This is an optimization exercise on Yosys and OpenROAD, whose aim is a short achievable clock period and few clock cycles per item, not a production implementation.
Only simulation tests tie the RTL to the original design; equivalence was not proved.

<file path="design/flow/standard.sh">
#!/bin/bash
# synth_recipe.tcl (not shown) runs the flow's synth.tcl, then flattens the netlist and writes it again
# the make line also repeats each setting of config.mk as NAME=value (left out here)
make -C /OpenROAD-flow-scripts/flow DESIGN_CONFIG=/design/flow/config.mk WORK_HOME=/design/flow/orfs CLKGATE_MAP_FILE= SYNTH_SCRIPT=/design/flow/synth_recipe.tcl "${@:-finish}"
</file>
<file path="design/flow/flow/run.sh">
#!/bin/bash
set -euo pipefail
sed -e 's/SETUP_SLACK_MARGIN=[0-9.]*/SETUP_SLACK_MARGIN=5.4/' standard.sh > my_standard.sh
bash my_standard.sh > standard.log 2>&1
</file>
<file path="design/flow/constraint.sdc">
create_clock -name core_clock -period 9.0 [get_ports {clk_i}]
set_input_delay 1.8000 -clock core_clock [delete_from_list [all_inputs] [get_ports {clk_i}]]
set_output_delay 1.8000 -clock core_clock [all_outputs]
set_load 0.01 [all_outputs]
</file>
<file path="design/flow/design.v">
package alu_pkg;
    localparam logic [2:0] ALU_AND = 3'b000;
    localparam logic [2:0] ALU_OR  = 3'b001;
    localparam logic [2:0] ALU_ADD = 3'b010;
    localparam logic [2:0] ALU_SUB = 3'b110;
    localparam logic [2:0] ALU_MUL = 3'b111;
    function automatic logic is_zero32(input logic [31:0] value);
        is_zero32 = (value == 32'd0);
    endfunction
endpackage
module alu_arbiter_alu
(
    input  logic        clk_i,
    input  logic [31:0] data1_i,
    input  logic [31:0] data2_i,
    input  logic [2:0]  ALUCtrl_i,
    output logic [31:0] data_o,
    output logic        Zero_o
);
    function automatic logic [31:0] csa_s(input logic [31:0] x, input logic [31:0] y,
                                          input logic [31:0] z);
        csa_s = x ^ y ^ z;
    endfunction
    function automatic logic [31:0] csa_c(input logic [31:0] x, input logic [31:0] y,
                                          input logic [31:0] z);
        csa_c = ((x & y) | (x & z) | (y & z)) << 1;
    endfunction
    logic [31:0] pp [32];
    logic [31:0] l1 [22];
    logic [31:0] l2 [15];
    logic [31:0] l3 [10];
    logic [31:0] l4 [7];
    logic [31:0] l5 [5];
    logic [31:0] l6 [4];
    logic [31:0] row_d [4];
    logic        cin_d;
    always_comb begin
        for (int i = 0; i < 32; i++)
            pp[i] = (data1_i << i) & {32{data2_i[i]}};
        for (int k = 0; k < 10; k++) begin
            l1[2*k]   = csa_s(pp[3*k], pp[3*k+1], pp[3*k+2]);
            l1[2*k+1] = csa_c(pp[3*k], pp[3*k+1], pp[3*k+2]);
        end
        l1[20] = pp[30];
        l1[21] = pp[31];
        for (int k = 0; k < 7; k++) begin
            l2[2*k]   = csa_s(l1[3*k], l1[3*k+1], l1[3*k+2]);
            l2[2*k+1] = csa_c(l1[3*k], l1[3*k+1], l1[3*k+2]);
        end
        l2[14] = l1[21];
        for (int k = 0; k < 5; k++) begin
            l3[2*k]   = csa_s(l2[3*k], l2[3*k+1], l2[3*k+2]);
            l3[2*k+1] = csa_c(l2[3*k], l2[3*k+1], l2[3*k+2]);
        end
        for (int k = 0; k < 3; k++) begin
            l4[2*k]   = csa_s(l3[3*k], l3[3*k+1], l3[3*k+2]);
            l4[2*k+1] = csa_c(l3[3*k], l3[3*k+1], l3[3*k+2]);
        end
        l4[6] = l3[9];
        for (int k = 0; k < 2; k++) begin
            l5[2*k]   = csa_s(l4[3*k], l4[3*k+1], l4[3*k+2]);
            l5[2*k+1] = csa_c(l4[3*k], l4[3*k+1], l4[3*k+2]);
        end
        l5[4] = l4[6];
        l6[0] = csa_s(l5[0], l5[1], l5[2]);
        l6[1] = csa_c(l5[0], l5[1], l5[2]);
        l6[2] = l5[3];
        l6[3] = l5[4];
        cin_d    = 1'b0;
        row_d[2] = 32'd0;
        row_d[3] = 32'd0;
        case (ALUCtrl_i)
            alu_pkg::ALU_AND: begin row_d[0] = data1_i & data2_i; row_d[1] = 32'd0; end
            alu_pkg::ALU_OR:  begin row_d[0] = data1_i | data2_i; row_d[1] = 32'd0; end
            alu_pkg::ALU_ADD: begin row_d[0] = data1_i;           row_d[1] = data2_i; end
            alu_pkg::ALU_SUB: begin row_d[0] = data1_i;           row_d[1] = ~data2_i; cin_d = 1'b1; end
            alu_pkg::ALU_MUL: begin
                row_d[0] = l6[0];
                row_d[1] = l6[1];
                row_d[2] = l6[2];
                row_d[3] = l6[3];
            end
            default:          begin row_d[0] = 32'd0;             row_d[1] = 32'd0; end
        endcase
    end
    logic [31:0] s1_row [4];
    logic        s1_cin;
    always_ff @(posedge clk_i) begin
        for (int i = 0; i < 4; i++) s1_row[i] <= row_d[i];
        s1_cin <= cin_d;
    end
    logic [31:0] l7 [3];
    logic [31:0] x_s, y_s;
    logic [32:0] sum_s;
    always_comb begin
        l7[0] = csa_s(s1_row[0], s1_row[1], s1_row[2]);
        l7[1] = csa_c(s1_row[0], s1_row[1], s1_row[2]);
        l7[2] = s1_row[3];
        x_s   = csa_s(l7[0], l7[1], l7[2]);
        y_s   = csa_c(l7[0], l7[1], l7[2]);
    end
    assign sum_s  = {x_s, s1_cin} + {y_s, s1_cin};
    assign data_o = sum_s[32:1];
    assign Zero_o = alu_pkg::is_zero32((x_s ^ y_s) ^ {x_s[30:0] | y_s[30:0], s1_cin});
endmodule
module alu_arbiter
#(
    parameter int MUL_LAT = 4
) (
    input  logic        clk_i,
    input  logic        rst_i,
    input  logic        req0_valid_i,
    output logic        req0_ready_o,
    input  logic [31:0] req0_data1_i,
    input  logic [31:0] req0_data2_i,
    input  logic [2:0]  req0_ctrl_i,
    input  logic        req1_valid_i,
    output logic        req1_ready_o,
    input  logic [31:0] req1_data1_i,
    input  logic [31:0] req1_data2_i,
    input  logic [2:0]  req1_ctrl_i,
    output logic        resp_valid_o,
    input  logic        resp_ready_i,
    output logic        resp_id_o,
    output logic [31:0] resp_data_o,
    output logic        resp_zero_o
);
    localparam int DEPTH = 8;    
    logic        last_grant_q;    
    logic        can_q;           
    logic [3:0]  out_cnt_q;       
    logic        gnt0_s, gnt1_s, acc_s, hand_s;
    assign req0_ready_o = can_q & (last_grant_q | ~req1_valid_i);
    assign req1_ready_o = can_q & (~last_grant_q | ~req0_valid_i);
    assign gnt0_s = req0_valid_i & req0_ready_o;
    assign gnt1_s = req1_valid_i & req1_ready_o;
    assign acc_s  = gnt0_s | gnt1_s;
    logic [3:0] out_cnt_d;
    always_comb begin
        out_cnt_d = out_cnt_q + {3'd0, acc_s} - {3'd0, hand_s};
    end
    always_ff @(posedge clk_i or posedge rst_i) begin
        if (rst_i) begin
            last_grant_q <= 1'b1;
            out_cnt_q    <= 4'd0;
            can_q        <= 1'b1;
        end else begin
            if (acc_s) last_grant_q <= gnt1_s;
            out_cnt_q <= out_cnt_d;
            can_q     <= (out_cnt_d < 4'(DEPTH));
        end
    end
    logic [31:0] s0_a, s0_b;
    logic [2:0]  s0_ctrl;
    logic        s0_id, s1_id;
    logic        s0_v, s1_v;
    logic        sel1_s;
    assign sel1_s = req1_valid_i & (~last_grant_q | ~req0_valid_i);
    always_ff @(posedge clk_i) begin
        s0_a    <= sel1_s ? req1_data1_i : req0_data1_i;
        s0_b    <= sel1_s ? req1_data2_i : req0_data2_i;
        s0_ctrl <= sel1_s ? req1_ctrl_i  : req0_ctrl_i;
        s0_id   <= sel1_s;
        s1_id   <= s0_id;
    end
    always_ff @(posedge clk_i or posedge rst_i) begin
        if (rst_i) begin
            s0_v <= 1'b0;
            s1_v <= 1'b0;
        end else begin
            s0_v <= acc_s;
            s1_v <= s0_v;
        end
    end
    logic [31:0] alu_data_s;
    logic        alu_zero_s;
    alu_arbiter_alu u_alu (
        .clk_i     (clk_i),
        .data1_i   (s0_a),
        .data2_i   (s0_b),
        .ALUCtrl_i (s0_ctrl),
        .data_o    (alu_data_s),
        .Zero_o    (alu_zero_s)
    );
    logic        resp_valid_q;
    logic        resp_id_q;
    logic [31:0] resp_data_q;
    logic        resp_zero_q;
    logic [33:0] fifo_q [DEPTH];
    logic [2:0]  rd_ptr_q, wr_ptr_q;
    logic [3:0]  fifo_cnt_q;
    logic        out_free_s, fifo_empty_s, bypass_s, push_s, pop_s;
    logic [33:0] in_word_s, head_word_s;
    assign hand_s       = resp_valid_q & resp_ready_i;
    assign out_free_s   = ~resp_valid_q | resp_ready_i;
    assign fifo_empty_s = (fifo_cnt_q == 4'd0);
    assign bypass_s     = out_free_s & fifo_empty_s;
    assign push_s       = s1_v & ~bypass_s;
    assign pop_s        = out_free_s & ~fifo_empty_s;
    assign in_word_s    = {s1_id, alu_zero_s, alu_data_s};
    assign head_word_s  = fifo_q[rd_ptr_q];
    always_ff @(posedge clk_i) begin
        if (push_s) fifo_q[wr_ptr_q] <= in_word_s;
        if (pop_s) begin
            resp_id_q   <= head_word_s[33];
            resp_zero_q <= head_word_s[32];
            resp_data_q <= head_word_s[31:0];
        end else if (bypass_s) begin
            resp_id_q   <= in_word_s[33];
            resp_zero_q <= in_word_s[32];
            resp_data_q <= in_word_s[31:0];
        end
    end
    always_ff @(posedge clk_i or posedge rst_i) begin
        if (rst_i) begin
            resp_valid_q <= 1'b0;
            rd_ptr_q     <= 3'd0;
            wr_ptr_q     <= 3'd0;
            fifo_cnt_q   <= 4'd0;
        end else begin
            if (out_free_s) resp_valid_q <= ~fifo_empty_s | s1_v;
            if (push_s) wr_ptr_q <= wr_ptr_q + 3'd1;
            if (pop_s)  rd_ptr_q <= rd_ptr_q + 3'd1;
            fifo_cnt_q <= fifo_cnt_q + {3'd0, push_s} - {3'd0, pop_s};
        end
    end
    assign resp_valid_o = resp_valid_q;
    assign resp_id_o    = resp_id_q;
    assign resp_data_o  = resp_data_q;
    assign resp_zero_o  = resp_zero_q;
endmodule
</file>
<file path="design/flow/config.mk">
export PLATFORM = sky130hd
export DESIGN_NAME = alu_arbiter
export DESIGN_NICKNAME = alu_arbiter
export VERILOG_FILES = /design/flow/design.v
export SDC_FILE = /design/flow/constraint.sdc
export NUM_CORES = 4
export LEC_CHECK = 0
export ABC_AREA = 0
export ABC_CLOCK_PERIOD_IN_PS = 3500
export CAP_MARGIN = 20
export CORE_MARGIN = 2
export CORE_UTILIZATION = 40
export SETUP_SLACK_MARGIN = 5
export SLEW_MARGIN = 20
</file>
==> flow_summary.json, run 1 <==
{
  "status": "timing/DRC/antenna clean",
  "end_kind": "register",
  "insertion_delay_ns": 0.64,
  "ys.flop_type": "edfxtp_1",
  "htreeDepth": 2,
  "seqCellArea_um2": 12800,
  "grt_max_degree": 81,
  "grt_pass1_wl_um": 148000,
  "syn_area_um2": 35100,
  "overflow": 0,
  "die_area_um2": 90200,
  "track_usage": 0.219,
  "synth_area_leaders": "edfxtp_1 26%, fa_1 24%, dfxtp_1 8.3%, ha_1 6.4%, and2_1 5.8%",
  "crit_family": "adder cells",
  "dieWidth_um": 300,
  "finalSetupViolations": 0,
  "max_freq_ghz": 0.220,
  "hpwl_um": 61700,
  "critPathBufInv": 1,
  "drv_cap": 0,
  "place_congestion": 0.844,
  "io_pins": 176,
  "final_hold_viol_count": 0,
  "core_um2": 86900,
  "multi_input_area_um2": 21600,
  "antenna_cells": 0,
  "worstSetupPathType": "reg2reg",
  "dp.cells": 4188,
  "postRouteAntennaNets": 0,
  "rows": 108,
  "root_buffer": "clkbuf_16",
  "fillCellCount": 7660,
  "numCtsBuffers": 55,
  "fin_worst_skew_ns": 0.0430,
  "start_util": 0.404,
  "dr.pass1.iters": 6,
  "drc": 0,
  "grt_pass1_vias": 24100,
  "wl_per_cell_um": 22.6,
  "post-route-min-period_ns": 4.55,
  "fin_nets": 3944,
  "syn_nets": 3748,
  "synth_top_area_share": 0.262,
  "async_reset_ff_frac": 0.0404,
  "port_buffers": 175,
  "viasPerCell": 5.18,
  "ys_types": 61,
  "cp.required_ns": 9.47,
  "max_slew_margin": 0.329,
  "critPathMaxStageDelay_ns": 0.60,
  "clkSinkCount": 470,
  "drtIter0Drc": 1666,
  "area_delta_synth_final_pct": 22.5,
  "postSynthAreaPerCell_um2": 11.7,
  "cp_slowest_cell": "fa_1",
  "finalCritPeriodShare": 0.505,
  "crit_arrival_ns": 5.02,
  "tritoncts": "done",
  "worst_pin_slew_ns": 0.999,
  "die_h_um": 300,
  "synth_edf_count": 306,
  "yosys_warnings": 12,
  "yosysSeqAreaShare": 0.358,
  "clkTransAtPathRegs_ns": 0.06,
  "synthCells": 3013,
  "hold_path_class": "reg2reg",
  "fin_tns_setup_ns": 0,
  "synth_area_leader_cell": "edfxtp_1",
  "cts_buffer_depth": 3,
  "startpoint_type": "register",
  "ys_ff_latch": 470,
  "finalNonFillerCells": 4411,
  "post_route_cells_drive_above_1_share": 0.230,
  "rsz0062_at_grt": "true",
  "crit_path_max_fanout": 12,
  "antenna_found_initial": 2,
  "wirelength_um": 99600,
  "cp_cell_sequence": "and2_1 > fa_1 > inv_1 > fa_1 > fa_1 > fa_1 > fa_2 > xnor2_2 > xnor2_1 > xnor2_1 > xnor2_1 > xnor2_1 > xnor3_1 > a31oi_1 > o21ai_1",
  "vias": 22800,
  "timing.final.max_slew_violations": 0
}
[sequential cells by signal (all words and copies together), names as in the netlist, 4 cells and up]
register / count
fifo_q: 272
u_alu.s1_row: 75
resp_data_q: 32
s0_a: 32
s0_b: 32
fifo_cnt_q: 4
out_cnt_q: 4
[layout by cell type (no fill, tap or decap), types with 31 or more instances in the layout]
master,synthesis,layout
mux2_2,69,69
and2_1,325,259
edfxtp_1,306,306
inv_2,0,37
dfxtp_1,145,91
maj3_1,31,31
fa_2,0,85
mux2i_1,48,48
xnor2_1,112,102
o21ai_0,64,46
clkbuf_16,0,62
ha_1,181,150
and2_4,0,66
mux4_2,68,68
buf_4,0,73
inv_1,409,372
nand2_1,276,263
dfxtp_4,0,43
nor2_1,67,57
fa_1,415,330
clkdlybuf4s50_1,0,171
[cell type report]
| cell class | count | area share |
|---|---|---|
| Tap cell | 1155 | 0.0336 |
| Inverter | 410 | 0.0359 |
| Multi-Input combinational cell | 1940 | 0.502 |
| Clock inverter | 29 | 0.00788 |
| Sequential cell | 470 | 0.296 |
| Timing Repair Buffer | 332 | 0.0893 |
| Clock buffer | 75 | 0.0354 |
[what timing repair did]
action / in CTS / in global routing
pin swaps: 111 / 157
hold buffers: 0 / 0
cloned: 13 / 8
setup buffers: 66 / 32
resized for setup: 293 / 150
endpoints found under the setup margin: 391 / 177
[metrics by stage]
step | hold WS (ns) | instance area [um2] | setup WS (ns) | utilization
2_1_floorplan | 0.310 | 36100 | 4.58 | -
3_3_place_gp | 0.313 | 38300 | 3.97 | 0.441
3_5_place_dp | 0.315 | 38300 | 3.86 | 0.441
4_1_cts | 0.329 | 42000 | 4.42 | 0.484
5_1_grt | 0.343 | 43000 | 4.29 | 0.495
6_report | 0.330 | 43000 | 4.45 | 0.495
[routing by layer]
layer  global-route usage  part of all wire
met1                0.278              0.40
met2                0.377              0.49
met3               0.0368             0.064
met4               0.0751             0.051
met5                    0                 0
[cell usage after synthesis (14+ instances only)]
master / count
and3_1: 14
o21ai_0: 64
fa_1: 415
nand2_1: 276
a21oi_1: 34
dfrtp_1: 17
xnor2_1: 112
inv_1: 409
dfxtp_1: 145
a31oi_1: 23
a22oi_1: 24
mux2_2: 69
nor2b_1: 22
edfxtp_1: 306
clkbuf_1: 177
mux4_2: 68
xor2_1: 21
mux2i_1: 48
a21o_1: 29
nor2_1: 67
ha_1: 181
and2_1: 325
maj3_1: 31
[worst paths after layout]
kind                                  start                     endpoint  slack [ns]  cells after the start
setup / recovery           s0_a[13]$_DFF_P_  u_alu.s1_row[0][31]$_DFF_P_        4.45                     15
hold / removal                s0_id$_DFF_P_                s1_id$_DFF_P_        0.33                      0
setup reg to reg           s0_a[13]$_DFF_P_  u_alu.s1_row[0][31]$_DFF_P_        4.45                     15
hold reg to reg               s0_id$_DFF_P_                s1_id$_DFF_P_        0.33                      0
max in group asynchronous             rst_i      rd_ptr_q[0]$_DFFE_PP0P_        6.83                      2
min in group asynchronous             rst_i      wr_ptr_q[2]$_DFFE_PP0P_        1.60                      2
[logic make-up after synthesis]
group / Yosys count / share of synthesized area
AND/OR/NAND/NOR: 764 / 0.112
adder cells (fa/ha/maj): 627 / 0.310
buffers and inverters: 606 / 0.0651
flip-flops: 470 / 0.358
AO/OA/AOI/OAI: 227 / 0.0421
multiplexers: 185 / 0.0794
XOR/XNOR: 134 / 0.0338
Testbench counts, summed over its fixed seeds: cycles 2,584, items 2,560.
==> run 2: changes to the inputs <==
==> design/flow/run.sh (new file) <==
#!/bin/bash
# synth_recipe.tcl (not shown) runs the flow's synth.tcl, then flattens the netlist and writes it again
# the make line also repeats each setting of config.mk as NAME=value (left out here)
make -C /OpenROAD-flow-scripts/flow DESIGN_CONFIG=/design/flow/config.mk WORK_HOME=/design/flow/orfs CLKGATE_MAP_FILE= SYNTH_SCRIPT=/design/flow/synth_recipe.tcl finish
removed: design/flow/flow/run.sh
removed: design/flow/standard.sh
==> run 2 against run 1 <==
Still clean on timing, DRC and antenna; via count rose by 0.30%; fmax fell by 1.7%; setup slack got worse by 0.081 ns; critical path type unchanged; critical endpoint is now u_alu.s1_row[0][27]$_DFF_P_; highest routed layer unchanged.
==> flow_summary.json, run 2 <==
{
  "post_route_cells_drive_above_1_share": 0.236,
  "core_um2": 86900,
  "cp_cell_sequence": "buf_12 > buf_4 > buf_6 > and2_4 > fa_2 > inv_2 > fa_2 > fa_2 > fa_1 > inv_2 > fa_1 > inv_2 > fa_2 > o22ai_2 > a22o_1",
  "rsz0062_at_grt": "true",
  "regMostFlops": "fifo_q",
  "max_slew_margin": 0.317,
  "reg2reg_from": "s0_a[13]$_DFF_P_",
  "numCtsBuffers": 55,
  "vias": 22900,
  "worst_hold_slack_ns": 0.330,
  "fin_worst_skew_ns": 0.0199,
  "dp.cells": 4192,
  "viasPerCell": 5.15,
  "final_cell_mix": "350 x inv_1, 328 x fa_1, 306 x edfxtp_1",
  "ys_ff_latch": 470,
  "seqCellArea_um2": 12800,
  "crit_top_cell": "fa_2",
  "place_ws_ns": 4.12,
  "finalCritPeriodShare": 0.514,
  "postSynthAreaPerCell_um2": 11.7,
  "synth_top_area_share": 0.262,
  "crit_arrival_ns": 5.14,
  "critPathMaxStageDelay_ns": 0.58,
  "finalNonFillerCells": 4448,
  "grt_pass1_vias": 24000,
  "post-route-min-period_ns": 4.63,
  "timing.final.max_slew_violations": 0,
  "area_delta_synth_final_pct": 22.4,
  "start_util": 0.404,
  "tritoncts": "done",
  "yosys_warnings": 12,
  "fin_tns_setup_ns": 0,
  "reg2reg_slack_ns": 4.37,
  "track_usage": 0.218,
  "insertion_delay_ns": 0.63,
  "startpoint_type": "register",
  "port_buffers": 175,
  "htreeDepth": 2,
  "cts_buffer_depth": 3,
  "wl_per_cell_um": 22.8,
  "die_area_um2": 90200,
  "end_kind": "register",
  "finalWorstSetupSlack_ns": 4.37,
  "synth_area_leaders": "edfxtp_1 26%, fa_1 24%, dfxtp_1 8.3%, ha_1 6.4%, and2_1 5.8%",
  "worstSetupPathType": "reg2reg",
  "cp_slowest_cell": "fa_2",
  "hold_start": "s0_id$_DFF_P_",
  "clkTransAtPathRegs_ns": 0.06,
  "crit_path_start": "s0_a[13]$_DFF_P_",
  "fillCellCount": 7625,
  "largest_reg_flops": 272,
  "ys.flop_type": "edfxtp_1",
  "final_hold_viol_count": 0,
  "clkSinkCount": 470,
  "antenna_found_initial": 4,
  "hold_path_class": "reg2reg",
  "dr.pass1.iters": 6,
  "async_reset_ff_frac": 0.0404,
  "postRouteAntennaNets": 0,
  "hold_depth": 0,
  "crit_path_max_fanout": 5,
  "finalSetupViolations": 0,
  "final_common_cell": "inv_1",
  "drv_cap": 0,
  "hpwl_um": 61800,
  "io_pins": 176,
  "syn_nets": 3748,
  "yosysSeqAreaShare": 0.358,
  "cp.required_ns": 9.51,
  "wirelength_um": 101000,
  "dieWidth_um": 300,
  "fin_nets": 3982,
  "drc": 0,
  "largestRegisters": "fifo_q x272, u_alu.s1_row x75",
  "die_h_um": 300,
  "critPathCapture": "u_alu.s1_row[0][27]$_DFF_P_",
  "max_freq_ghz": 0.216,
  "place_congestion": 0.844,
  "grt_pass1_wl_um": 147000,
  "synth_edf_count": 306,
  "multi_input_area_um2": 21100,
  "synth_common_cells": "415 x fa_1, 409 x inv_1, 325 x and2_1",
  "syn_area_um2": 35100,
  "worstRegToRegCells": 15,
  "yosysMostFrequentCell": "fa_1",
  "synth_area_leader_cell": "edfxtp_1",
  "postCtsHoldBufs": 0,
  "rows": 108,
  "root_buffer": "clkbuf_16",
  "overflow": 0,
  "synthCells": 3013,
  "drtIter0Drc": 1809,
  "reg2reg_to": "u_alu.s1_row[0][27]$_DFF_P_",
  "status": "timing/DRC/antenna clean",
  "grt_max_degree": 68,
  "worst_pin_slew_ns": 1.02,
  "ys_types": 61
}
==> run 2: changes by cell type in the layout (fill, tap and decap cells not counted), moves of 7 or more <==
| cell | delta |
|---|---|
| o21ai_0 | -9 |
| inv_2 | +22 |
| ha_1 | +21 |
| ha_4 | -14 |
| buf_6 | +11 |
| nand2_2 | +11 |
| buf_4 | +29 |
| ha_2 | -7 |
| clkbuf_8 | -7 |
| inv_1 | -22 |
==> run 2: worst min-delay path by stage <==
stage	to	slack, ns
CTS	s1_id$_DFF_P_	0.33
finish	s1_id$_DFF_P_	0.33
detailed placement	s1_id$_DFF_P_	0.32
global route	s1_id$_DFF_P_	0.33
global placement	s1_id$_DFF_P_	0.31
floorplan	s1_id$_DFF_P_	0.31
==> run 2: layout make-up <==
| class | instances | share of cell area |
|---|---|---|
| multi-input cells | 1938 | 0.491 |
| flip-flops and latches | 470 | 0.297 |
| repair buffers | 372 | 0.0991 |
| inverters | 410 | 0.0358 |
| well taps | 1155 | 0.0336 |
| clock buffers | 66 | 0.0335 |
| clock inverters | 35 | 0.00946 |
| diodes | 2 | 0.000116 |
==> run 2: cells by family (layout without fill, tap and decap cells) <==
| group | count (synthesis) | in the layout | synth area share |
|---|---|---|---|
| and+or+nand+nor | 764 | 765 | 0.112 |
| buffers and inverters | 606 | 883 | 0.0651 |
| DFF | 470 | 470 | 0.358 |
| adders and majority gates | 627 | 627 | 0.310 |
| xor gates and xnor gates | 134 | 134 | 0.0338 |
| other | 0 | 2 | 0 |
| muxes | 185 | 185 | 0.0794 |
| AOI/OAI and AO/OA | 227 | 227 | 0.0421 |
==> run 2: metal layers <==
metal  GRT usage  up-vias  wire, um
met1       0.279    11600     40600
met3      0.0402      216      6660
met5           0        -         0
met2       0.370      809     49000
li1            -    10200         -
met4      0.0750        0      5130
==> run 2: repair_timing <==
action	in CTS	in global routing
endpoints found under the setup margin	156	156
cloned	13	13
buffers inserted	55	72
pin swaps	90	207
gates resized for setup	249	238
==> run 2: critical path: cells and delay by family, from the launching register on <==
kind                     cells  cell delay, ns
AO/OA/AOI/OAI                2            0.30
adder cells (fa/ha/maj)      6            3.17
buffers and inverters        6            0.53
flip-flops                   1            0.36
AND/OR/NAND/NOR              1            0.15
==> run 2: through the flow <==
step            util  cell area, um2
5_1_grt        0.494           43000
2_1_floorplan      -           35900
4_1_cts        0.478           41500
3_5_place_dp   0.439           38200
6_report       0.495           43000
3_3_place_gp   0.439           38200
==> run 3: changes to the inputs <==
--- a/design/flow/design.v
+++ b/design/flow/design.v
@@ -30,8 +30,4 @@
     logic [31:0] l2 [15];
-    logic [31:0] l3 [10];
-    logic [31:0] l4 [7];
-    logic [31:0] l5 [5];
-    logic [31:0] l6 [4];
-    logic [31:0] row_d [4];
-    logic        cin_d;
+    logic [31:0] x_d, y_d;
+    logic        cin_d, mul_d;
     always_comb begin
@@ -50,5 +46,32 @@
         l2[14] = l1[21];
+        cin_d = 1'b0;
+        mul_d = 1'b0;
+        case (ALUCtrl_i)
+            alu_pkg::ALU_AND: begin x_d = data1_i & data2_i; y_d = 32'd0; end
+            alu_pkg::ALU_OR:  begin x_d = data1_i | data2_i; y_d = 32'd0; end
+            alu_pkg::ALU_ADD: begin x_d = data1_i;           y_d = data2_i; end
+            alu_pkg::ALU_SUB: begin x_d = data1_i;           y_d = ~data2_i; cin_d = 1'b1; end
+            alu_pkg::ALU_MUL: begin x_d = 32'd0;             y_d = 32'd0; mul_d = 1'b1; end
+            default:          begin x_d = 32'd0;             y_d = 32'd0; end
+        endcase
+    end
+    logic [31:0] sa_row [15];
+    logic [31:0] sa_x, sa_y;
+    logic        sa_cin, sa_mul;
+    always_ff @(posedge clk_i) begin
+        for (int i = 0; i < 15; i++) sa_row[i] <= l2[i];
+        sa_x   <= x_d;
+        sa_y   <= y_d;
+        sa_cin <= cin_d;
+        sa_mul <= mul_d;
+    end
+    logic [31:0] l3 [10];
+    logic [31:0] l4 [7];
+    logic [31:0] l5 [5];
+    logic [31:0] l6 [4];
+    logic [31:0] rowb_d [4];
+    always_comb begin
         for (int k = 0; k < 5; k++) begin
-            l3[2*k]   = csa_s(l2[3*k], l2[3*k+1], l2[3*k+2]);
-            l3[2*k+1] = csa_c(l2[3*k], l2[3*k+1], l2[3*k+2]);
+            l3[2*k]   = csa_s(sa_row[3*k], sa_row[3*k+1], sa_row[3*k+2]);
+            l3[2*k+1] = csa_c(sa_row[3*k], sa_row[3*k+1], sa_row[3*k+2]);
         end
@@ -68,24 +91,16 @@
         l6[3] = l5[4];
-        cin_d    = 1'b0;
-        row_d[2] = 32'd0;
-        row_d[3] = 32'd0;
-        case (ALUCtrl_i)
-            alu_pkg::ALU_AND: begin row_d[0] = data1_i & data2_i; row_d[1] = 32'd0; end
-            alu_pkg::ALU_OR:  begin row_d[0] = data1_i | data2_i; row_d[1] = 32'd0; end
-            alu_pkg::ALU_ADD: begin row_d[0] = data1_i;           row_d[1] = data2_i; end
-            alu_pkg::ALU_SUB: begin row_d[0] = data1_i;           row_d[1] = ~data2_i; cin_d = 1'b1; end
-            alu_pkg::ALU_MUL: begin
-                row_d[0] = l6[0];
-                row_d[1] = l6[1];
-                row_d[2] = l6[2];
-                row_d[3] = l6[3];
-            end
-            default:          begin row_d[0] = 32'd0;             row_d[1] = 32'd0; end
-        endcase
-    end
-    logic [31:0] s1_row [4];
-    logic        s1_cin;
-    always_ff @(posedge clk_i) begin
-        for (int i = 0; i < 4; i++) s1_row[i] <= row_d[i];
-        s1_cin <= cin_d;
+        if (sa_mul) begin
+            for (int i = 0; i < 4; i++) rowb_d[i] = l6[i];
+        end else begin
+            rowb_d[0] = sa_x;
+            rowb_d[1] = sa_y;
+            rowb_d[2] = 32'd0;
+            rowb_d[3] = 32'd0;
+        end
+    end
+    logic [31:0] sb_row [4];
+    logic        sb_cin;
+    always_ff @(posedge clk_i) begin
+        for (int i = 0; i < 4; i++) sb_row[i] <= rowb_d[i];
+        sb_cin <= sa_cin;
     end
@@ -95,5 +110,5 @@
     always_comb begin
-        l7[0] = csa_s(s1_row[0], s1_row[1], s1_row[2]);
-        l7[1] = csa_c(s1_row[0], s1_row[1], s1_row[2]);
-        l7[2] = s1_row[3];
+        l7[0] = csa_s(sb_row[0], sb_row[1], sb_row[2]);
+        l7[1] = csa_c(sb_row[0], sb_row[1], sb_row[2]);
+        l7[2] = sb_row[3];
         x_s   = csa_s(l7[0], l7[1], l7[2]);
@@ -101,5 +116,5 @@
     end
-    assign sum_s  = {x_s, s1_cin} + {y_s, s1_cin};
+    assign sum_s  = {x_s, sb_cin} + {y_s, sb_cin};
     assign data_o = sum_s[32:1];
-    assign Zero_o = alu_pkg::is_zero32((x_s ^ y_s) ^ {x_s[30:0] | y_s[30:0], s1_cin});
+    assign Zero_o = alu_pkg::is_zero32((x_s ^ y_s) ^ {x_s[30:0] | y_s[30:0], sb_cin});
 endmodule
@@ -152,14 +167,9 @@
     end
-    logic [31:0] s0_a, s0_b;
-    logic [2:0]  s0_ctrl;
-    logic        s0_id, s1_id;
-    logic        s0_v, s1_v;
     logic        sel1_s;
+    logic        sa_id, sb_id;
+    logic        sa_v, sb_v;
     assign sel1_s = req1_valid_i & (~last_grant_q | ~req0_valid_i);
     always_ff @(posedge clk_i) begin
-        s0_a    <= sel1_s ? req1_data1_i : req0_data1_i;
-        s0_b    <= sel1_s ? req1_data2_i : req0_data2_i;
-        s0_ctrl <= sel1_s ? req1_ctrl_i  : req0_ctrl_i;
-        s0_id   <= sel1_s;
-        s1_id   <= s0_id;
+        sa_id <= sel1_s;
+        sb_id <= sa_id;
     end
@@ -167,7 +177,7 @@
         if (rst_i) begin
-            s0_v <= 1'b0;
-            s1_v <= 1'b0;
-        end else begin
-            s0_v <= acc_s;
-            s1_v <= s0_v;
+            sa_v <= 1'b0;
+            sb_v <= 1'b0;
+        end else begin
+            sa_v <= acc_s;
+            sb_v <= sa_v;
         end
@@ -178,5 +188,5 @@
         .clk_i     (clk_i),
-        .data1_i   (s0_a),
-        .data2_i   (s0_b),
-        .ALUCtrl_i (s0_ctrl),
+        .data1_i   (sel1_s ? req1_data1_i : req0_data1_i),
+        .data2_i   (sel1_s ? req1_data2_i : req0_data2_i),
+        .ALUCtrl_i (sel1_s ? req1_ctrl_i  : req0_ctrl_i),
         .data_o    (alu_data_s),
@@ -197,5 +207,5 @@
     assign bypass_s     = out_free_s & fifo_empty_s;
-    assign push_s       = s1_v & ~bypass_s;
+    assign push_s       = sb_v & ~bypass_s;
     assign pop_s        = out_free_s & ~fifo_empty_s;
-    assign in_word_s    = {s1_id, alu_zero_s, alu_data_s};
+    assign in_word_s    = {sb_id, alu_zero_s, alu_data_s};
     assign head_word_s  = fifo_q[rd_ptr_q];
@@ -220,3 +230,3 @@
         end else begin
-            if (out_free_s) resp_valid_q <= ~fifo_empty_s | s1_v;
+            if (out_free_s) resp_valid_q <= ~fifo_empty_s | sb_v;
             if (push_s) wr_ptr_q <= wr_ptr_q + 3'd1;
==> design/flow/flow/run.sh (new file) <==
#!/bin/bash
set -euo pipefail
sed -e 's/SETUP_SLACK_MARGIN=[0-9.]*/SETUP_SLACK_MARGIN=5.4/' standard.sh > my_standard.sh
bash my_standard.sh > standard.log 2>&1
==> design/flow/standard.sh (new file) <==
#!/bin/bash
# synth_recipe.tcl (not shown) runs the flow's synth.tcl, then flattens the netlist and writes it again
# the make line also repeats each setting of config.mk as NAME=value (left out here)
make -C /OpenROAD-flow-scripts/flow DESIGN_CONFIG=/design/flow/config.mk WORK_HOME=/design/flow/orfs CLKGATE_MAP_FILE= SYNTH_SCRIPT=/design/flow/synth_recipe.tcl "${@:-finish}"
removed: design/flow/run.sh
==> run 3 against run 2 <==
Clock skew rose by 0.026 ns; register-to-register slack improved by 1.1 ns; fmax rose by 14%; critical endpoint is now u_alu.sa_row[2][23]$_DFF_P_.
==> flow_summary.json, run 3 <==
{
  "critPathMaxStageDelay_ns": 0.63,
  "ys_ff_latch": 708,
  "postRouteAntennaNets": 0,
  "io_pins": 176,
  "grt_max_degree": 67,
  "timing.final.max_slew_violations": 0,
  "track_usage": 0.287,
  "startpoint_type": "input pin",
  "cp_slowest_cell": "fa_2",
  "htreeDepth": 3,
  "dr.pass1.iters": 13,
  "numCtsBuffers": 81,
  "synth_edf_count": 306,
  "async_reset_ff_frac": 0.0268,
  "synthCells": 3291,
  "worst_hold_slack_ns": 0.348,
  "cp_cell_sequence": "buf_8 > a21boi_4 > buf_12 > buf_6 > buf_12 > buf_16 > buf_12 > buf_12 > buf_4 > mux2i_4 > buf_12 > nor2_2 > fa_2 > fa_1",
  "fin_worst_skew_ns": 0.0463,
  "place_congestion": 0.859,
  "die_area_um2": 103000,
  "wl_per_cell_um": 31.6,
  "drv_cap": 0,
  "ys.flop_type": "dfxtp_1",
  "area_delta_synth_final_pct": 40.1,
  "hold_start": "sa_v$_DFF_PP0_",
  "reg2reg_from": "u_alu.sb_row[1][2]$_SDFF_PP0_",
  "crit_family": "buffers and inverters",
  "finalSetupViolations": 0,
  "syn_area_um2": 40000,
  "port_buffers": 175,
  "yosysMostFrequentCell": "nor2_1",
  "clkTransAtPathRegs_ns": 0.06,
  "reg2reg_to": "fifo_q[0][23]$_DFFE_PP_",
  "yosysSeqAreaShare": 0.433,
  "synth_top_area_share": 0.230,
  "final_hold_viol_count": 0,
  "drtIter0Drc": 4240,
  "postCtsHoldBufs": 0,
  "hold_depth": 0,
  "crit_top_cell": "buf_12",
  "rows": 116,
  "end_kind": "register",
  "root_buffer": "clkbuf_16",
  "fillCellCount": 7465,
  "max_freq_ghz": 0.246,
  "dieWidth_um": 320,
  "viasPerCell": 5.89,
  "crit_arrival_ns": 4.60,
  "finalCritPeriodShare": 0.451,
  "ys_types": 79,
  "final_cell_mix": "382 x dfxtp_1, 323 x inv_1, 306 x edfxtp_1",
  "overflow": 0,
  "die_h_um": 320,
  "antenna_found_initial": 16,
  "largest_reg_flops": 272,
  "insertion_delay_ns": 0.68,
  "cts_buffer_depth": 3,
  "synth_common_cells": "436 x nor2_1, 415 x fa_1, 383 x dfxtp_1",
  "critPathBufInv": 9,
  "final_common_cell": "dfxtp_1",
  "start_util": 0.402,
  "largestRegisters": "fifo_q x272, u_alu.sa_row x239, u_alu.sb_row x75",
  "rsz0062_at_grt": "true",
  "reg2reg_slack_ns": 5.52,
  "worst_pin_slew_ns": 0.933,
  "hold_path_class": "reg2reg",
  "postSynthAreaPerCell_um2": 12.2,
  "tritoncts": "done",
  "yosys_warnings": 13,
  "crit_path_start": "req0_valid_i",
  "wirelength_um": 166000,
  "clkSinkCount": 708,
  "worstSetupPathType": "in2reg",
  "post-route-min-period_ns": 4.06,
  "fin_nets": 4624,
  "drc": 0,
  "synth_area_leaders": "edfxtp_1 23%, fa_1 21%, dfxtp_1 19%, ha_1 5.7%, nor2_1 4.1%",
  "hpwl_um": 73400,
  "grt_pass1_wl_um": 212000,
  "crit_path_max_fanout": 11,
  "vias": 31000,
  "whs_endpoint": "sb_v$_DFF_PP0_",
  "synth_area_leader_cell": "edfxtp_1",
  "syn_nets": 4026,
  "cp.required_ns": 9.54,
  "max_slew_margin": 0.373,
  "grt_pass1_vias": 30800,
  "regMostFlops": "fifo_q",
  "core_um2": 99600,
  "status": "timing/DRC/antenna clean",
  "worstRegToRegCells": 10,
  "fin_tns_setup_ns": 0,
  "post_route_cells_drive_above_1_share": 0.363
}
run 3: changes by cell type in the layout (fill, tap and decap cells not counted), moves of 59 or more:
cell / delta
nand2_1: -124
nor2_4: +123
buf_4: +86
and2_4: -72
mux2i_4: +59
dfxtp_1: +291
fa_1: -72
and2_1: -233
nor2_1: +179
fa_2: +72
buf_12: +104
nor2_2: +68
run 3: cells by family after synthesis:
family,synth area share
multiplexers,0.0904
XOR/XNOR,0.0321
adder cells (fa/ha/maj),0.264
AO/OA/AOI/OAI,0.0456
buffers and inverters,0.0524
AND/OR/NAND/NOR,0.0822
flip-flops,0.433
run 3: what timing repair did:
action                                  in CTS  in global routing
buffers inserted                           272                 97
gates resized for setup                    752                261
gates cloned                                76                  8
pin swaps                                  209                121
endpoints found under the setup margin     466                341
run 3: metrics by stage:
step	cells	utilization	setup slack (ns)	area [um2]
finish	5261	0.563	4.94	56100
detailed placement	4651	0.439	2.68	43700
global placement	4648	0.439	2.72	43700
CTS	5148	0.541	5.04	53800
global route	5257	0.563	4.96	56100
floorplan	3291	-	4.81	40800
run 3: final cells by class:
cell class	count	area, um2	area share
Clock buffer	105	2240	0.0400
Clock inverter	44	485	0.00866
Multi-Input combinational cell	2083	24200	0.432
Tap cell	1298	1620	0.0290
Antenna cell	8	20.0	0.000357
Timing Repair Buffer	656	8790	0.157
Inverter	359	1360	0.0242
Sequential cell	708	17300	0.309
run 3: worst max-delay path by stage:
| stage | slack, ns | end | depth (start not counted) |
|---|---|---|---|
| floorplan | 4.81 | u_alu.sa_row[2][8]$_DFF_P_ | 10 |
| global placement | 2.72 | u_alu.sa_x[22]$_DFF_P_ | 9 |
| detailed placement | 2.68 | u_alu.sa_x[22]$_DFF_P_ | 9 |
| CTS | 5.04 | req0_ready_o | 3 |
| global route | 4.96 | u_alu.sa_row[2][23]$_DFF_P_ | 14 |
| finish | 4.94 | u_alu.sa_row[2][23]$_DFF_P_ | 14 |
run 3: per-layer routing:
layer | routed length [um] | track usage | share of wire | vias to the layer above
li1 | - | - | - | 12100
met5 | 1050 | 0.00898 | 0.0063 | -
met1 | 55000 | 0.333 | 0.33 | 15100
met3 | 24700 | 0.127 | 0.15 | 1141
met2 | 68400 | 0.424 | 0.41 | 2545
met4 | 17000 | 0.204 | 0.10 | 38
Testbench counts of run 3, summed over its fixed seeds: cycles 2,584, items 2,560.
==> run 4: changes to the inputs <==
==> design/flow/run.sh (new file) <==
#!/bin/bash
# synth_recipe.tcl (not shown) runs the flow's synth.tcl, then flattens the netlist and writes it again
# the make line also repeats each setting of config.mk as NAME=value (left out here)
make -C /OpenROAD-flow-scripts/flow DESIGN_CONFIG=/design/flow/config.mk WORK_HOME=/design/flow/orfs CLKGATE_MAP_FILE= SYNTH_SCRIPT=/design/flow/synth_recipe.tcl finish
removed: design/flow/flow/run.sh
removed: design/flow/standard.sh
==> run 4 against run 3 <==
Largest cell class unchanged; area after synthesis unchanged; sequential share of layout area increased by 5.7 points; critical path depth shrank 11.
==> flow_summary.json, run 4 <==
{
  "max_slew_margin": 0.319,
  "wirelength_um": 108000,
  "stdcell_area_um2": 47300,
  "syn_nets": 4026,
  "place_congestion": 0.858,
  "timing.final.max_slew_violations": 0,
  "vias": 25300,
  "startpoint_type": "input pin",
  "start_util": 0.402,
  "finalSetupViolations": 0,
  "worstRegToRegCells": 10,
  "max_freq_ghz": 0.251,
  "crit_family": "buffers and inverters",
  "rows": 116,
  "post_route_cells_drive_above_1_share": 0.149,
  "crit_arrival_ns": 2.18,
  "clkSinkCount": 708,
  "synth_edf_count": 306,
  "antenna_found_initial": 5,
  "cp_cell_sequence": "buf_6 > a21boi_1 > buf_2",
  "postRouteAntennaNets": 0,
  "reg2reg_slack_ns": 5.16,
  "yosys_warnings": 13,
  "largestRegisters": "fifo_q x272, u_alu.sa_row x239, u_alu.sb_row x75",
  "reg2reg_to": "fifo_q[0][31]$_DFFE_PP_",
  "cp_slowest_cell": "buf_2",
  "critPathBufInv": 2,
  "drv_cap": 0,
  "root_buffer": "clkbuf_16",
  "htreeDepth": 3,
  "dr.pass1.iters": 5,
  "hold_path_class": "reg2reg",
  "whs_endpoint": "u_alu.sb_cin$_DFF_P_",
  "area_delta_synth_final_pct": 18.3,
  "yosysMostFrequentCell": "nor2_1",
  "dpl_cell_area_um2": 43700,
  "postSynthAreaPerCell_um2": 12.2,
  "port_buffers": 175,
  "hold_start": "u_alu.sa_cin$_DFF_P_",
  "final_cell_mix": "423 x nor2_1, 403 x fa_1, 382 x dfxtp_1",
  "ys_types": 79,
  "final_common_cell": "nor2_1",
  "status": "timing/DRC/antenna clean",
  "clkTransAtPathRegs_ns": 0.06,
  "fin_worst_skew_ns": 0.0244,
  "syn_area_um2": 40000,
  "critPathMaxStageDelay_ns": 0.14,
  "fillCellCount": 8880,
  "ys_ff_latch": 708,
  "die_h_um": 320,
  "grt_pass1_wl_um": 164000,
  "crit_path_max_fanout": 4,
  "post-route-min-period_ns": 3.98,
  "synth_top_area_share": 0.230,
  "largest_reg_flops": 272,
  "dieWidth_um": 320,
  "end_kind": "output port",
  "cts_buffer_depth": 3,
  "final_hold_viol_count": 0,
  "worst_pin_slew_ns": 1.00,
  "hpwl_um": 73500,
  "drtIter0Drc": 2124,
  "drc": 0,
  "viasPerCell": 5.23,
  "wl_per_cell_um": 22.4,
  "insertion_delay_ns": 0.65,
  "die_area_um2": 103000,
  "rsz0062_at_grt": "true",
  "grt_max_degree": 62,
  "worstSetupPathType": "in2out",
  "ys.flop_type": "dfxtp_1",
  "grt_pass1_vias": 26400,
  "synth_area_leaders": "edfxtp_1 23%, fa_1 21%, dfxtp_1 19%, ha_1 5.7%, nor2_1 4.1%",
  "fin_nets": 4217,
  "yosysSeqAreaShare": 0.433,
  "reg2reg_from": "u_alu.sb_row[2][23]$_SDFF_PN0_",
  "synth_common_cells": "436 x nor2_1, 415 x fa_1, 383 x dfxtp_1",
  "cp.required_ns": 7.20,
  "track_usage": 0.214,
  "hold_depth": 0,
  "finalCritPeriodShare": 0.442,
  "core_um2": 99600,
  "synthCells": 3291,
  "io_pins": 176,
  "tritoncts": "done",
  "fin_tns_setup_ns": 0,
  "antenna_cells": 0,
  "regMostFlops": "fifo_q",
  "overflow": 0,
  "synth_area_leader_cell": "edfxtp_1",
  "async_reset_ff_frac": 0.0268,
  "numCtsBuffers": 79
}
[run 4: cell families after synthesis]
kind of cell,share of synthesized area
mux,0.0904
xor+xnor,0.0321
compound gates,0.0456
buf+inv,0.0524
simple gates,0.0822
fa+ha+maj,0.264
flops,0.433
[run 4: layout make-up]
cell class,count,area (um2),area share
clock inverter,32,412,0.00870
clock buffer,110,2270,0.0479
timing repair buffer,266,2900,0.0612
inverter,359,1350,0.0286
tap,1298,1620,0.0343
sequential,708,17300,0.366
multi-input combinational,2068,21400,0.453
[run 4: stage by stage]
| stage | hold WS [ns] | utilization | setup WS (ns) | std cells |
|---|---|---|---|---|
| final | 0.327 | 0.475 | 5.02 | 4841 |
| after global routing | 0.335 | 0.475 | 5.00 | 4841 |
| after CTS | 0.327 | 0.475 | 5.00 | 4840 |
| after detailed placement | 0.313 | 0.439 | 3.05 | 4654 |
| after global placement | 0.314 | 0.438 | 3.02 | 4651 |
| after floorplan | 0.310 | - | 4.81 | 3291 |
[run 4: timing repair]
item / 4_1_cts / 5_1_grt
setup endpoints to repair: 336 / 54
hold buffers: 0 / 0
buffers inserted: 37 / 1
gates cloned: 7 / 0
resized for setup: 75 / 11
pin swaps: 3 / 3
[run 4: per-layer routing]
metal | global-route usage | share of wire | vias to the layer above
li1 | - | - | 11200
met1 | 0.291 | 0.43 | 12800
met2 | 0.346 | 0.46 | 1014
met3 | 0.0380 | 0.074 | 200
met4 | 0.0710 | 0.035 | 4
met5 | 0 | 0.00025 | -
[run 4: how the worst max path moves through the flow]
stage	cells after the start	to	slack [ns]	start
2_1_floorplan	10	u_alu.sa_row[2][8]$_DFF_P_	4.81	req1_valid_i
3_3_place_gp	8	u_alu.sa_row[0][6]$_DFF_P_	3.02	req1_valid_i
3_5_place_dp	8	u_alu.sa_row[2][14]$_DFF_P_	3.05	req1_valid_i
4_1_cts	9	fifo_q[1][23]$_DFFE_PP_	5.00	u_alu.sb_row[1][16]$_DFF_P_
5_1_grt	9	fifo_q[5][20]$_DFFE_PP_	5.00	u_alu.sb_row[1][3]$_SDFF_PP0_
6_report	3	req1_ready_o	5.02	req0_valid_i
==> run 5: changes to the inputs <==
--- a/design/flow/design.v
+++ b/design/flow/design.v
@@ -13,5 +13,9 @@
     input  logic        clk_i,
-    input  logic [31:0] data1_i,
-    input  logic [31:0] data2_i,
-    input  logic [2:0]  ALUCtrl_i,
+    input  logic [31:0] req0_data1_i,
+    input  logic [31:0] req0_data2_i,
+    input  logic [2:0]  req0_ctrl_i,
+    input  logic [31:0] req1_data1_i,
+    input  logic [31:0] req1_data2_i,
+    input  logic [2:0]  req1_ctrl_i,
+    input  logic        sel1_q_i,     
     output logic [31:0] data_o,
@@ -27,42 +31,56 @@
     endfunction
-    logic [31:0] pp [32];
-    logic [31:0] l1 [22];
-    logic [31:0] l2 [15];
-    logic [31:0] x_d, y_d;
-    logic        cin_d, mul_d;
-    always_comb begin
-        for (int i = 0; i < 32; i++)
-            pp[i] = (data1_i << i) & {32{data2_i[i]}};
-        for (int k = 0; k < 10; k++) begin
-            l1[2*k]   = csa_s(pp[3*k], pp[3*k+1], pp[3*k+2]);
-            l1[2*k+1] = csa_c(pp[3*k], pp[3*k+1], pp[3*k+2]);
-        end
-        l1[20] = pp[30];
-        l1[21] = pp[31];
-        for (int k = 0; k < 7; k++) begin
-            l2[2*k]   = csa_s(l1[3*k], l1[3*k+1], l1[3*k+2]);
-            l2[2*k+1] = csa_c(l1[3*k], l1[3*k+1], l1[3*k+2]);
-        end
-        l2[14] = l1[21];
-        cin_d = 1'b0;
-        mul_d = 1'b0;
-        case (ALUCtrl_i)
-            alu_pkg::ALU_AND: begin x_d = data1_i & data2_i; y_d = 32'd0; end
-            alu_pkg::ALU_OR:  begin x_d = data1_i | data2_i; y_d = 32'd0; end
-            alu_pkg::ALU_ADD: begin x_d = data1_i;           y_d = data2_i; end
-            alu_pkg::ALU_SUB: begin x_d = data1_i;           y_d = ~data2_i; cin_d = 1'b1; end
-            alu_pkg::ALU_MUL: begin x_d = 32'd0;             y_d = 32'd0; mul_d = 1'b1; end
-            default:          begin x_d = 32'd0;             y_d = 32'd0; end
-        endcase
-    end
-    logic [31:0] sa_row [15];
-    logic [31:0] sa_x, sa_y;
-    logic        sa_cin, sa_mul;
-    always_ff @(posedge clk_i) begin
-        for (int i = 0; i < 15; i++) sa_row[i] <= l2[i];
-        sa_x   <= x_d;
-        sa_y   <= y_d;
-        sa_cin <= cin_d;
-        sa_mul <= mul_d;
-    end
+    logic [31:0] a_in [2];
+    logic [31:0] b_in [2];
+    logic [2:0]  c_in [2];
+    logic [31:0] sa_row [2][15];
+    logic [31:0] sa_x [2];
+    logic [31:0] sa_y [2];
+    logic        sa_cin [2];
+    logic        sa_mul [2];
+    assign a_in[0] = req0_data1_i;
+    assign b_in[0] = req0_data2_i;
+    assign c_in[0] = req0_ctrl_i;
+    assign a_in[1] = req1_data1_i;
+    assign b_in[1] = req1_data2_i;
+    assign c_in[1] = req1_ctrl_i;
+    for (genvar r = 0; r < 2; r++) begin : g_sa
+        logic [31:0] pp [32];
+        logic [31:0] l1 [22];
+        logic [31:0] l2 [15];
+        logic [31:0] x_d, y_d;
+        logic        cin_d, mul_d;
+        always_comb begin
+            for (int i = 0; i < 32; i++)
+                pp[i] = (a_in[r] << i) & {32{b_in[r][i]}};
+            for (int k = 0; k < 10; k++) begin
+                l1[2*k]   = csa_s(pp[3*k], pp[3*k+1], pp[3*k+2]);
+                l1[2*k+1] = csa_c(pp[3*k], pp[3*k+1], pp[3*k+2]);
+            end
+            l1[20] = pp[30];
+            l1[21] = pp[31];
+            for (int k = 0; k < 7; k++) begin
+                l2[2*k]   = csa_s(l1[3*k], l1[3*k+1], l1[3*k+2]);
+                l2[2*k+1] = csa_c(l1[3*k], l1[3*k+1], l1[3*k+2]);
+            end
+            l2[14] = l1[21];
+            cin_d = 1'b0;
+            mul_d = 1'b0;
+            case (c_in[r])
+                alu_pkg::ALU_AND: begin x_d = a_in[r] & b_in[r]; y_d = 32'd0; end
+                alu_pkg::ALU_OR:  begin x_d = a_in[r] | b_in[r]; y_d = 32'd0; end
+                alu_pkg::ALU_ADD: begin x_d = a_in[r];           y_d = b_in[r]; end
+                alu_pkg::ALU_SUB: begin x_d = a_in[r];           y_d = ~b_in[r]; cin_d = 1'b1; end
+                alu_pkg::ALU_MUL: begin x_d = 32'd0;             y_d = 32'd0; mul_d = 1'b1; end
+                default:          begin x_d = 32'd0;             y_d = 32'd0; end
+            endcase
+        end
+        always_ff @(posedge clk_i) begin
+            for (int i = 0; i < 15; i++) sa_row[r][i] <= l2[i];
+            sa_x[r]   <= x_d;
+            sa_y[r]   <= y_d;
+            sa_cin[r] <= cin_d;
+            sa_mul[r] <= mul_d;
+        end
+    end
+    logic [31:0] rs [15];
     logic [31:0] l3 [10];
@@ -72,6 +90,8 @@
     logic [31:0] rowb_d [4];
+    logic        cinb_d;
     always_comb begin
+        for (int i = 0; i < 15; i++) rs[i] = sel1_q_i ? sa_row[1][i] : sa_row[0][i];
         for (int k = 0; k < 5; k++) begin
-            l3[2*k]   = csa_s(sa_row[3*k], sa_row[3*k+1], sa_row[3*k+2]);
-            l3[2*k+1] = csa_c(sa_row[3*k], sa_row[3*k+1], sa_row[3*k+2]);
+            l3[2*k]   = csa_s(rs[3*k], rs[3*k+1], rs[3*k+2]);
+            l3[2*k+1] = csa_c(rs[3*k], rs[3*k+1], rs[3*k+2]);
         end
@@ -91,7 +111,8 @@
         l6[3] = l5[4];
-        if (sa_mul) begin
+        cinb_d = sel1_q_i ? sa_cin[1] : sa_cin[0];
+        if (sel1_q_i ? sa_mul[1] : sa_mul[0]) begin
             for (int i = 0; i < 4; i++) rowb_d[i] = l6[i];
         end else begin
-            rowb_d[0] = sa_x;
-            rowb_d[1] = sa_y;
+            rowb_d[0] = sel1_q_i ? sa_x[1] : sa_x[0];
+            rowb_d[1] = sel1_q_i ? sa_y[1] : sa_y[0];
             rowb_d[2] = 32'd0;
@@ -104,3 +125,3 @@
         for (int i = 0; i < 4; i++) sb_row[i] <= rowb_d[i];
-        sb_cin <= sa_cin;
+        sb_cin <= cinb_d;
     end
@@ -187,8 +208,12 @@
     alu_arbiter_alu u_alu (
-        .clk_i     (clk_i),
-        .data1_i   (sel1_s ? req1_data1_i : req0_data1_i),
-        .data2_i   (sel1_s ? req1_data2_i : req0_data2_i),
-        .ALUCtrl_i (sel1_s ? req1_ctrl_i  : req0_ctrl_i),
-        .data_o    (alu_data_s),
-        .Zero_o    (alu_zero_s)
+        .clk_i        (clk_i),
+        .req0_data1_i (req0_data1_i),
+        .req0_data2_i (req0_data2_i),
+        .req0_ctrl_i  (req0_ctrl_i),
+        .req1_data1_i (req1_data1_i),
+        .req1_data2_i (req1_data2_i),
+        .req1_ctrl_i  (req1_ctrl_i),
+        .sel1_q_i     (sa_id),
+        .data_o       (alu_data_s),
+        .Zero_o       (alu_zero_s)
     );
==> design/flow/flow/run.sh (new file) <==
#!/bin/bash
set -euo pipefail
sed -e 's/SETUP_SLACK_MARGIN=[0-9.]*/SETUP_SLACK_MARGIN=5.1/' standard.sh > my_standard.sh
bash my_standard.sh > standard.log 2>&1
==> design/flow/standard.sh (new file) <==
#!/bin/bash
# synth_recipe.tcl (not shown) runs the flow's synth.tcl, then flattens the netlist and writes it again
# the make line also repeats each setting of config.mk as NAME=value (left out here)
make -C /OpenROAD-flow-scripts/flow DESIGN_CONFIG=/design/flow/config.mk WORK_HOME=/design/flow/orfs CLKGATE_MAP_FILE= SYNTH_SCRIPT=/design/flow/synth_recipe.tcl "${@:-finish}"
removed: design/flow/run.sh
==> run 5 against run 4 <==
Global-route usage increased by 3.1 points; critical endpoint is now req0_ready_o; non-clock buffer count grew 22; largest cell class unchanged; flip-flop and latch count grew 305; area after synthesis is 46% higher.
==> flow_summary.json, run 5 <==
{
  "dieWidth_um": 386,
  "startpoint_type": "input pin",
  "core_um2": 145000,
  "drc": 0,
  "drtIter0Drc": 2894,
  "whs_endpoint": "sb_v$_DFF_PP0_",
  "ys.flop_type": "dfxtp_1",
  "numCtsBuffers": 110,
  "tritoncts": "done",
  "insertion_delay_ns": 0.76,
  "final_hold_viol_count": 0,
  "viasPerCell": 5.26,
  "crit_path_max_fanout": 3,
  "largestRegisters": "u_alu.sa_row x478, fifo_q x272, u_alu.sb_row x75",
  "finalSetupViolations": 0,
  "clkSinkCount": 1013,
  "fillCellCount": 13300,
  "synthCells": 4902,
  "post_route_cells_drive_above_1_share": 0.109,
  "max_slew_margin": 0.165,
  "grt_pass1_wl_um": 264000,
  "ys_types": 62,
  "synth_area_leader_cell": "dfxtp_1",
  "cts_buffer_depth": 3,
  "die_area_um2": 149000,
  "yosys_warnings": 24,
  "dr.pass1.iters": 5,
  "area_delta_synth_final_pct": 13.6,
  "postCtsHoldBufs": 0,
  "grt_pass1_vias": 38900,
  "cp_slowest_cell": "buf_2",
  "synth_edf_count": 306,
  "wl_per_cell_um": 25.8,
  "grt_max_degree": 72,
  "final_common_cell": "and2_1",
  "synth_area_leaders": "dfxtp_1 24%, fa_1 23%, edfxtp_1 16%, and2_1 7.5%, ha_1 4.3%",
  "track_usage": 0.244,
  "cp_cell_sequence": "buf_8 > a21boi_2 > buf_2",
  "largest_reg_flops": 478,
  "overflow": 0,
  "fin_worst_skew_ns": 0.0532,
  "worst_pin_slew_ns": 1.25,
  "syn_area_um2": 58400,
  "worstRegToRegCells": 13,
  "vias": 36800,
  "rows": 140,
  "reg2reg_slack_ns": 5.18,
  "port_buffers": 175,
  "max_freq_ghz": 0.252,
  "reg2reg_to": "u_alu.sb_row[0][29]$_DFF_P_",
  "hold_start": "sa_v$_DFF_PP0_",
  "fin_nets": 5978,
  "die_h_um": 386,
  "critPathMaxStageDelay_ns": 0.14,
  "postSynthAreaPerCell_um2": 11.9,
  "start_util": 0.402,
  "synth_top_area_share": 0.236,
  "root_buffer": "clkbuf_16",
  "post-route-min-period_ns": 3.96,
  "regMostFlops": "u_alu.sa_row",
  "yosysMostFrequentCell": "and2_1",
  "crit_arrival_ns": 2.16,
  "drv_cap": 0,
  "wirelength_um": 180000,
  "worstSetupPathType": "in2out",
  "htreeDepth": 3,
  "fin_tns_setup_ns": 0,
  "hpwl_um": 116000,
  "seqCellArea_um2": 23500,
  "status": "timing/DRC/antenna clean",
  "place_congestion": 0.860,
  "postRouteAntennaNets": 0,
  "io_pins": 176,
  "antenna_found_initial": 20,
  "timing.final.max_slew_violations": 0,
  "ys_ff_latch": 1013,
  "final_cell_mix": "704 x and2_1, 687 x dfxtp_1, 668 x fa_1",
  "end_kind": "output port",
  "yosysSeqAreaShare": 0.401,
  "async_reset_ff_frac": 0.0188,
  "clkTransAtPathRegs_ns": 0.06,
  "hold_depth": 0,
  "fin_util": 0.457,
  "finalCritPeriodShare": 0.440,
  "cp.required_ns": 7.20,
  "reg2reg_from": "sa_id$_DFF_P_",
  "hold_path_class": "reg2reg",
  "syn_nets": 5911,
  "multi_input_area_um2": 32500,
  "synth_common_cells": "704 x and2_1, 688 x dfxtp_1, 670 x fa_1",
  "rsz0062_at_grt": "true"
}
==> run 5: routing by layer <==
metal,share of wire,routed length [um],global-route usage
met3,0.076,13600,0.0455
met1,0.43,78200,0.340
met2,0.46,82600,0.389
met5,0.00023,41,0
met4,0.032,5710,0.0709
==> run 5: logic make-up after synthesis <==
kind of cell	count (synthesis)	share of synthesized area
buffers and inverters	728	0.0478
flip-flops	1013	0.401
adder cells (fa/ha/maj)	934	0.283
XOR/XNOR	235	0.0352
AND/OR/NAND/NOR	1333	0.118
AO/OA/AOI/OAI	267	0.0305
multiplexers	392	0.0841
==> run 5: worst max-delay path by stage <==
stage            startpoint  slack [ns]  cells past startpoint            to
3_5_place_dp   req1_valid_i        4.15                      3  req0_ready_o
5_1_grt        req1_valid_i        5.03                      3  req0_ready_o
2_1_floorplan  req1_valid_i        5.11                      1  req0_ready_o
6_report       req1_valid_i        5.04                      3  req0_ready_o
4_1_cts        req1_valid_i        5.02                      3  req0_ready_o
3_3_place_gp   req1_valid_i        4.22                      3  req0_ready_o
==> run 5: critical path, delay by kind of cell <==
family	cells	cell delay (ns)
AO/OA/AOI/OAI	1	0.12
buffers and inverters	2	0.24
==> run 5: what timing repair did <==
item / in CTS / in global routing
pin swaps: 13 / 14
resized for setup: 42 / 20
endpoints found under the setup margin: 48 / 51
setup buffers: 16 / 12
cloned: 6 / 3
==> run 5: cell type report <==
cell class / instances / share of cell area
clock inverter: 54 / 0.00946
multi-input combinational: 3161 / 0.489
inverter: 395 / 0.0224
clock buffer: 148 / 0.0462
timing repair buffer: 288 / 0.0434
antenna: 8 / 0.000301
sequential: 1013 / 0.353
tap: 1917 / 0.0361
==> run 5: through the flow <==
stage | hold WS (ns) | setup WS, ns | instance area (um2) | instances
finish | 0.363 | 5.04 | 66400 | 6984
global route | 0.378 | 5.03 | 66400 | 6976
CTS | 0.371 | 5.02 | 66100 | 6960
detailed placement | 0.364 | 4.15 | 61900 | 6736
global placement | 0.358 | 4.22 | 61900 | 6734
floorplan | 0.326 | 5.11 | 58600 | 4902
Testbench counts of run 5, summed over its fixed seeds: cycles 2,584, items 2,560.

==> separate check: timing with driven ports <==
How much do the figures lean on ideal ports? The routed layouts below were timed once more, with nothing changed but the port constraints.
Step 1 assumes that a clkbuf_16 drives the clock port and a buf_2 every other input.
Step 2 also shifts input and output timing later by t, the mid clock arrival at the registers, as if the neighbouring blocks saw the same clock.
Three values: ideal, step 1, step 2; two values: the first two.
run	shift t [ns]	setup slack, ns	slew at the worst register clock pin (ns)	worst slew at a driven data input, ns	cell pins on the clock port's net
run 1	0.674	4.451 / 4.451 / 4.451	0.06 / 0.06	0.05	1
run 2	0.681	4.371 / 4.371 / 4.371	0.07 / 0.07	0.05	1
run 3	0.730	4.942 / 4.974 / 4.244	0.07 / 0.07	0.08	1
run 4	0.707	5.018 / 4.988 / 4.420	0.06 / 0.06	0.07	1
run 5	0.818	5.039 / 4.999 / 4.452	0.06 / 0.06	0.22	1
After both steps every run listed still meets setup and hold. The setup slack of run 3, which loses most, moves by +0.032 ns with the drivers and by -0.698 ns with both steps.
